What follows belongs to an exercise in optimizing a design on an open flow for small area, a short achievable clock period and few clock cycles per item; a production flow would make more cautious choices. Only simulation tests tie the RTL to the original design; equivalence was not proved.

==> flow/design.v (excerpt) <==
module queenSolver (
	input  wire logic            clk,
	input  wire logic            rst_n,
	input  wire logic            inValid,
	input  wire queenPkg::coordT row,
	input  wire queenPkg::coordT col,
	output logic                 outValid,
	output queenPkg::coordT      out
);
	localparam int N = queenPkg::BoardSize;
	localparam int Ahead = 3;
	queenPkg::solverStateT state;
	queenPkg::coordT q [N];
	queenPkg::maskT preset;
	queenPkg::maskT below;
	queenPkg::maskT flag;
	logic retry;
	queenPkg::maskT occ;
	queenPkg::maskT curOH;
	assign occ = preset | below;
	always_comb begin
		for (int c = 0; c < N; c++) begin
			curOH[c] = !below[c] && (c == 0 || below[c - 1]);
		end
	end
	queenPkg::maskT qd [N];
	queenPkg::maskT rowAtk;
	queenPkg::diagT riseAtk;
	queenPkg::diagT fallAtk;
	always_comb begin
		for (int c = 0; c < N; c++) begin
			for (int r = 0; r < N; r++) begin
				qd[c][r] = occ[c] && (q[c] == queenPkg::coordT'(r));
			end
		end
		rowAtk = '0;
		riseAtk = '0;
		fallAtk = '0;
		for (int r = 0; r < N; r++) begin
			for (int c = 0; c < N; c++) begin
				rowAtk[r] = rowAtk[r] | qd[c][r];
				riseAtk[r + c] = riseAtk[r + c] | qd[c][r];
				fallAtk[r - c + N - 1] = fallAtk[r - c + N - 1] | qd[c][r];
			end
		end
	end
	logic [N+Ahead-1:0] riseW;
	logic [N+Ahead-1:0] fallW;
	always_comb begin
		riseW = '0;
		fallW = '0;
		for (int c = 0; c < N; c++) begin
			for (int j = 0; j < N + Ahead; j++) begin
				if (j + c <= 2 * N - 2) begin
					riseW[j] = riseW[j] | (curOH[c] & riseAtk[j + c]);
				end
				if (j - Ahead - c + N - 1 >= 0) begin
					fallW[j] = fallW[j] | (curOH[c] & fallAtk[j - Ahead - c + N - 1]);
				end
			end
		end
	end
	queenPkg::coordT curRow;
	always_comb begin
		curRow = '0;
		for (int c = 0; c < N; c++) begin
  ...
==> flow/config.mk <==
export PLATFORM = sky130hd
export DESIGN_NAME = queenSolver
export DESIGN_NICKNAME = queenSolver
export VERILOG_FILES = /design/flow/design.v
export SDC_FILE = /design/flow/constraint.sdc
export NUM_CORES = 4
export LEC_CHECK = 0
export CAP_MARGIN = 20
export CORE_MARGIN = 2
export CORE_UTILIZATION = 40
export SETUP_SLACK_MARGIN = 4.25
export SLEW_MARGIN = 20
==> flow/constraint.sdc <==
create_clock -name core_clock -period 9.0 [get_ports {clk}]
set_input_delay 1.8000 -clock core_clock [delete_from_list [all_inputs] [get_ports {clk}]]
set_output_delay 1.8000 -clock core_clock [all_outputs]
set_load 0.01 [all_outputs]
run.sh (not shown) runs the stock make flow with config.mk's settings and CLKGATE_MAP_FILE= SYNTH_SCRIPT=/design/flow/synth_recipe.tcl, a recipe that flattens the netlist after the stock synthesis.
Testbench counts at the start, summed over its fixed seeds: cycles 102,449, puzzles 1,280.
Rerun with:
SETUP_SLACK_MARGIN = 2.5   (was 4.25)
Result:
- The new run finished clean
- core utilization fell by 16 points
- clock-buffer cell count does not change

The RTL this note starts from:
==> flow/design.v <==
`default_nettype none
package queenPkg;
	localparam int BoardSize = 12;
	typedef logic [3:0] coordT;
	typedef logic [BoardSize-1:0] maskT;
	typedef logic [2*BoardSize-2:0] diagT;
	typedef enum logic [1:0] {
		sIdle,
		sLoad,
		sSearch,
		sOut
	} solverStateT;
endpackage
`default_nettype wire
`default_nettype none
module queenSolver (
	input  wire logic            clk,
	input  wire logic            rst_n,
	input  wire logic            inValid,
	input  wire queenPkg::coordT row,
	input  wire queenPkg::coordT col,
	output logic                 outValid,
	output queenPkg::coordT      out
);
	localparam int N = queenPkg::BoardSize;
	localparam int Ahead = 3;
	queenPkg::solverStateT state;
	queenPkg::coordT q [N];
	queenPkg::maskT preset;
	queenPkg::maskT below;
	queenPkg::maskT flag;
	logic retry;
	queenPkg::maskT occ;
	queenPkg::maskT curOH;
	assign occ = preset | below;
	always_comb begin
		for (int c = 0; c < N; c++) begin
			curOH[c] = !below[c] && (c == 0 || below[c - 1]);
		end
	end
	queenPkg::maskT qd [N];
	queenPkg::maskT rowAtk;
	queenPkg::diagT riseAtk;
	queenPkg::diagT fallAtk;
	always_comb begin
		for (int c = 0; c < N; c++) begin
			for (int r = 0; r < N; r++) begin
				qd[c][r] = occ[c] && (q[c] == queenPkg::coordT'(r));
			end
		end
		rowAtk = '0;
		riseAtk = '0;
		fallAtk = '0;
		for (int r = 0; r < N; r++) begin
			for (int c = 0; c < N; c++) begin
				rowAtk[r] = rowAtk[r] | qd[c][r];
				riseAtk[r + c] = riseAtk[r + c] | qd[c][r];
				fallAtk[r - c + N - 1] = fallAtk[r - c + N - 1] | qd[c][r];
			end
		end
	end
	logic [N+Ahead-1:0] riseW;
	logic [N+Ahead-1:0] fallW;
	always_comb begin
		riseW = '0;
		fallW = '0;
		for (int c = 0; c < N; c++) begin
			for (int j = 0; j < N + Ahead; j++) begin
				if (j + c <= 2 * N - 2) begin
					riseW[j] = riseW[j] | (curOH[c] & riseAtk[j + c]);
				end
				if (j - Ahead - c + N - 1 >= 0) begin
					fallW[j] = fallW[j] | (curOH[c] & fallAtk[j - Ahead - c + N - 1]);
				end
			end
		end
	end
	queenPkg::coordT curRow;
	always_comb begin
		curRow = '0;
		for (int c = 0; c < N; c++) begin
			curRow = curRow | (curOH[c] ? q[c] : '0);
		end
	end
	queenPkg::maskT free [Ahead + 1];
	queenPkg::maskT laOk;
	queenPkg::maskT avail;
	queenPkg::maskT pick;
	queenPkg::coordT newRow;
	logic [Ahead:0] checkCol;
	logic curOcc;
	logic found;
	logic multi;
	always_comb begin
		for (int d = 0; d <= Ahead; d++) begin
			for (int r = 0; r < N; r++) begin
				free[d][r] = !(rowAtk[r] | riseW[r + d] | fallW[r - d + Ahead]);
			end
		end
	end
	always_comb begin
		checkCol = '0;
		for (int d = 1; d <= Ahead; d++) begin
			for (int c = 0; c + d < N; c++) begin
				checkCol[d] = checkCol[d] | (curOH[c] & !preset[c + d]);
			end
		end
	end
	always_comb begin
		laOk = '1;
		for (int d = 1; d <= Ahead; d++) begin
			for (int r = 0; r < N; r++) begin
				laOk[r] = laOk[r] & (!checkCol[d]
					| (|(free[d] & ~((queenPkg::maskT'(1) << r)
						| (queenPkg::maskT'(1) << (r + d))
						| ((r >= d) ? (queenPkg::maskT'(1) << (r - d)) : '0)))));
			end
		end
	end
	assign curOcc = |(preset & curOH);
	always_comb begin
		for (int r = 0; r < N; r++) begin
			avail[r] = free[0][r] & laOk[r] & !curOcc
				& (!retry || queenPkg::coordT'(r) > curRow);
		end
	end
	always_comb begin
		pick = '0;
		newRow = '0;
		for (int r = N - 1; r >= 0; r--) begin
			if (avail[r]) begin
				pick = '0;
				pick[r] = 1'b1;
				newRow = queenPkg::coordT'(r);
			end
		end
	end
	assign found = |avail;
	assign multi = |(avail & ~pick);
	queenPkg::maskT belowNxt;
	logic lastCol;
	always_comb begin
		belowNxt[0] = below[0] | curOH[0];
		for (int c = 1; c < N; c++) begin
			belowNxt[c] = below[c] | curOH[c] | (belowNxt[c - 1] & preset[c]);
		end
	end
	assign lastCol = &(occ | curOH);
	queenPkg::maskT belowBack;
	logic noFlag;
	always_comb begin
		belowBack = '0;
		for (int c = N - 2; c >= 0; c--) begin
			belowBack[c] = belowBack[c + 1] | flag[c + 1];
		end
	end
	assign noFlag = ~|flag;
	logic step;
	logic load;
	logic idle;
	logic done;
	queenPkg::maskT colOH;
	queenPkg::maskT wsel;
	queenPkg::coordT wdata;
	assign idle = (state == queenPkg::sIdle);
	assign load = inValid && (idle || state == queenPkg::sLoad);
	assign step = (state == queenPkg::sSearch) || (state == queenPkg::sLoad && !inValid);
	assign done = lastCol && (found || curOcc);
	always_comb begin
		colOH = '0;
		for (int c = 0; c < N; c++) begin
			colOH[c] = (col == queenPkg::coordT'(c));
		end
	end
	assign wsel = load ? colOH : ((step && !curOcc) ? curOH : '0);
	assign wdata = load ? row : newRow;
	always_ff @(posedge clk or negedge rst_n) begin
		if (!rst_n) begin
			state <= queenPkg::sIdle;
			outValid <= 1'b0;
		end else begin
			case (state)
				queenPkg::sIdle: begin
					if (inValid) state <= queenPkg::sLoad;
				end
				queenPkg::sLoad, queenPkg::sSearch: begin
					if (step) begin
						if (done) begin
							state <= queenPkg::sOut;
							outValid <= 1'b1;
						end else begin
							state <= queenPkg::sSearch;
						end
					end
				end
				default: begin
					if (curOH[N - 1]) begin
						state <= queenPkg::sIdle;
						outValid <= 1'b0;
					end
				end
			endcase
		end
	end
	always_ff @(posedge clk) begin
		for (int c = 0; c < N; c++) begin
			if (wsel[c]) q[c] <= wdata;
		end
		if (idle) begin
			flag <= '0;
			retry <= 1'b0;
			below <= '0;
			preset <= load ? colOH : '0;
		end else if (load) begin
			preset <= preset | colOH;
		end
		if (step) begin
			if (done) begin
				below <= '0;
			end else if (found || noFlag) begin
				below <= belowNxt;
			end else begin
				below <= belowBack;
			end
			if (found) begin
				flag <= flag | (multi ? curOH : '0);
				retry <= 1'b0;
			end else if (!noFlag) begin
				flag <= flag & belowBack;
				retry <= 1'b1;
			end
		end
		if (state == queenPkg::sOut) begin
			below <= {below[N-2:0], 1'b1};
		end
	end
	assign out = outValid ? curRow : '0;
endmodule
`default_nettype wire
Settings: LEC_CHECK=0, CAP_MARGIN=20, CORE_MARGIN=2, CORE_UTILIZATION=50, SETUP_SLACK_MARGIN=3.5, SLEW_MARGIN=20; clock period 9.0 ns.
Testbench counts at the start, summed over its fixed seeds: cycles 102,449, puzzles 1,280.
Then changed:
Settings changed: CORE_UTILIZATION 50 to 40.
Outcome:
- flip-flop and latch count stays the same
- hold slack improved by 12 ps
- wire length rose by 9.2%
- global-route usage falls by 4.1 points
- fmax hardly moves
Then changed:
Settings changed: SETUP_SLACK_MARGIN 3.5 to 3.0.
Via count is lower by about 2.7%.
Final cell count is lower by 3.2%.
Global-route usage is lower by 0.29 points.
Clock skew stays flat.

==> what the ideal ports hide <==
Ports are ideal in the flow. The routed layouts listed here were re-timed in OpenROAD. Step 1 sets driving cells, clkbuf_16 on the clock port and buf_2 on the other inputs (assumed; they add their load-dependent delay and slew). Step 2 adds t to the input delays and takes it off the output delays; t is the mean of the earliest and latest rising clock arrival at the registers after step 1. Input paths then give back, and output paths get back, about the clock's delay inside the block. a / b / c = ideal / step 1 / step 2; a / b = the first two.
run	shift t [ns]	slack for setup (ns)	hold WS [ns]	slew at the worst register clock pin (ns)	worst data-port slew with drivers (ns)
the first run of note 1	0.377	3.663 / 3.663 / 3.663	0.484 / 0.484 / 0.484	0.07 / 0.07	0.04
the second run of note 1	0.381	2.505 / 2.505 / 2.505	0.471 / 0.471 / 0.471	0.07 / 0.07	0.04
the first run of note 2	0.371	3.489 / 3.489 / 3.489	0.468 / 0.468 / 0.468	0.07 / 0.07	0.03
the second run of note 2	0.381	3.478 / 3.478 / 3.478	0.481 / 0.481 / 0.481	0.07 / 0.07	0.04
the third run of note 2	0.383	3.098 / 3.098 / 3.098	0.478 / 0.478 / 0.478	0.07 / 0.07	0.04
After both steps every run listed still meets setup and hold.
